This is an optimization exercise on Yosys and OpenROAD, whose aim is small area, a short achievable clock period and few clock cycles per item, not a production implementation. In this exercise RTL edits were held to simulation tests only and were not proved equivalent to the original.

== build 58 ==
## bfu_dif_pipe
module bfu_dif_pipe (
  input  logic               clk,
  input  logic               rst,
  input  logic               in_valid,
  output logic               in_ready,
  input  logic               scale,
  input  logic signed [15:0] a_re,
  input  logic signed [15:0] a_im,
  input  logic signed [15:0] b_re,
  input  logic signed [15:0] b_im,
  input  logic signed [15:0] tw_re,
  input  logic signed [15:0] tw_im,
  output logic               out_valid,
  input  logic               out_ready,
  output logic signed [15:0] x_re,
  output logic signed [15:0] x_im,
  output logic signed [15:0] y_re,
  output logic signed [15:0] y_im
);
For scale: roughly 3800 cells after synthesis, about 410 flip-flops, about 170 I/O pins.
Settings: LEC_CHECK=0, ABC_AREA=1, CAP_MARGIN=20, CORE_MARGIN=2, CORE_UTILIZATION=60, CTS_CLUSTER_DIAMETER=100, CTS_CLUSTER_SIZE=20, SETUP_SLACK_MARGIN=4, SLEW_MARGIN=20, SYNTH_HIERARCHICAL=1; clock period 8.0 ns.
standard.sh (not shown) runs the stock make flow with config.mk's settings and CLKGATE_MAP_FILE= SYNTH_SCRIPT=/design/flow/synth_recipe.tcl, a recipe that flattens the netlist after the stock synthesis.
==> flow/flow/run.sh <==
#!/bin/bash
# Own layout flow: the standard flow (standard.sh: standard synthesis,
# floorplan, placement, CTS, routing, finish) with one change: the buffer that
# port buffering puts on every input and output port is
# sky130_fd_sc_hd__buf_2 instead of buffer_ports' default choice
# (clkdlybuf4s50_1, a slower and larger delay buffer).
cp standard.sh standard_sh.txt
export BUFFER_PORTS_ARGS="-buffer_cell sky130_fd_sc_hd__buf_2"
bash standard.sh > standard.log 2>&1
status=$?
grep -h "RSZ-002[78]" orfs/logs/*/*/*/3_3_place_gp.log > port_buffers.log 2>&1
exit $status
Testbench counts of build 58, summed over its fixed seeds: cycles 12,024, items 12,000.
#### Input delta (build 36 over build 58)
Settings: clearing CTS_CLUSTER_SIZE, which used to be 20; clearing CTS_CLUSTER_DIAMETER, which used to be 100; swapping 60 for 40 in CORE_UTILIZATION.
==> flow/run.sh (new file) <==
#!/bin/bash
# synth_recipe.tcl (not shown) runs the flow's synth.tcl, then flattens the netlist and writes it again
# the make line also repeats each setting of config.mk as NAME=value (left out here)
make -C /OpenROAD-flow-scripts/flow DESIGN_CONFIG=/design/flow/config.mk WORK_HOME=/design/flow/orfs CLKGATE_MAP_FILE= SYNTH_SCRIPT=/design/flow/synth_recipe.tcl finish
removed: flow/flow/run.sh
removed: flow/standard.sh
### Flow results
Build 36 completed end to end with timing, DRC and antenna clean. Build 36 -> build 58: max-capacitance violation count delta 0, exact match. | maximum net fanout on the critical path | lower: build 58 |. Compared with build 58, in build 36 worst-skew pair later-pin latency shrank by 0.03 ns; clock-buffer cell count now larger; routed wire length went up by 0.76%; first-pass GRT wire length grew by 1700 um.
Setup changes, build 36 to build 97
Settings: a change of CORE_UTILIZATION from 40 to 60; an added CTS_CLUSTER_SIZE of 20; an added CTS_CLUSTER_DIAMETER of 100.
==> comparison <==
Build 97 vs. build 36: count of non-filler cells in the finished layout saw a decrease, register area share after synthesis saw little to no change, number of fillers in the final layout saw a decrease.
Build 97 reports a lower wire length of the first global-routing pass than build 36 does.
Per the comparison of build 97 with build 36, routed wire length shows a reduction of about 0.45%; fraction of the cycle the final worst path needs shows no meaningful change.
Build 36 leaves less setup margin than build 97.
There was hardly any difference in fmax between build 97 and build 36.
Diff build 36 -> build 97 | hold slack | increase of 0.0065 ns
Run comparison: build 97 topmost layer with routed signal wires met4; build 36 topmost layer with routed signal wires met5
The inputs of build 76 differ from those of build 97 as listed below.
Settings: a deleted CTS_CLUSTER_DIAMETER that had been 100; a deleted CTS_CLUSTER_SIZE that had been 20.
Results
- Wire length the detailed router placed on met1 | build 76 above build 97
- Per the comparison of build 76 with build 97, final critical-path setup slack now larger, register-to-register slack increased by 0.04 ns relative to the old numbers.
- Going from build 97 to build 76, fmax now sits higher, final standard cell area without fillers now sits higher, data-path buffer share of cell area in the final layout now sits lower.
- Every run (build 97 and build 76) finished clean.
- Compared with build 97, in build 76 met1 capacity usage during global routing now sits higher; fraction of standard cell area in multi-input logic now sits lower; clock distribution area overhead in the final layout now sits higher; combined global-route utilization of all metal layers now sits higher; remaining global-route overflow now sits at about the same level.

-- separate check: timing with driven ports --
How much do the figures lean on ideal ports? The routed layouts below were timed once more, with nothing changed but the port constraints.
Step 1 sets driving cells, clkbuf_16 on the clock port and buf_2 on the other inputs (assumed; they add their load-dependent delay and slew).
Step 2 times the ports against the registers' clock, not the clock port: input delays grow and output delays shrink by t, the midpoint of the rising clock arrivals with the driver on.
Three values: ideal, step 1, step 2; two values: the first two.
run | t (ns) | setup slack, ns | hold WS [ns] | worst data-port slew with drivers (ns) | cell pins on the clock port's net
build 58 | 0.711 | 3.960 / 3.960 / 3.510 | 0.412 / 0.412 / 0.412 | 0.07 | 1
build 36 | 0.686 | 3.988 / 3.988 / 3.582 | 0.414 / 0.414 / 0.414 | 0.06 | 1
build 97 | 0.692 | 3.991 / 3.991 / 3.515 | 0.421 / 0.421 / 0.421 | 0.05 | 1
build 76 | 0.665 | 4.028 / 4.028 / 3.551 | 0.417 / 0.417 / 0.417 | 0.06 | 1
After both steps every run listed still meets setup and hold. The setup slack of build 76, which loses most, moves by 0.000 ns with the drivers and by -0.477 ns with both steps.
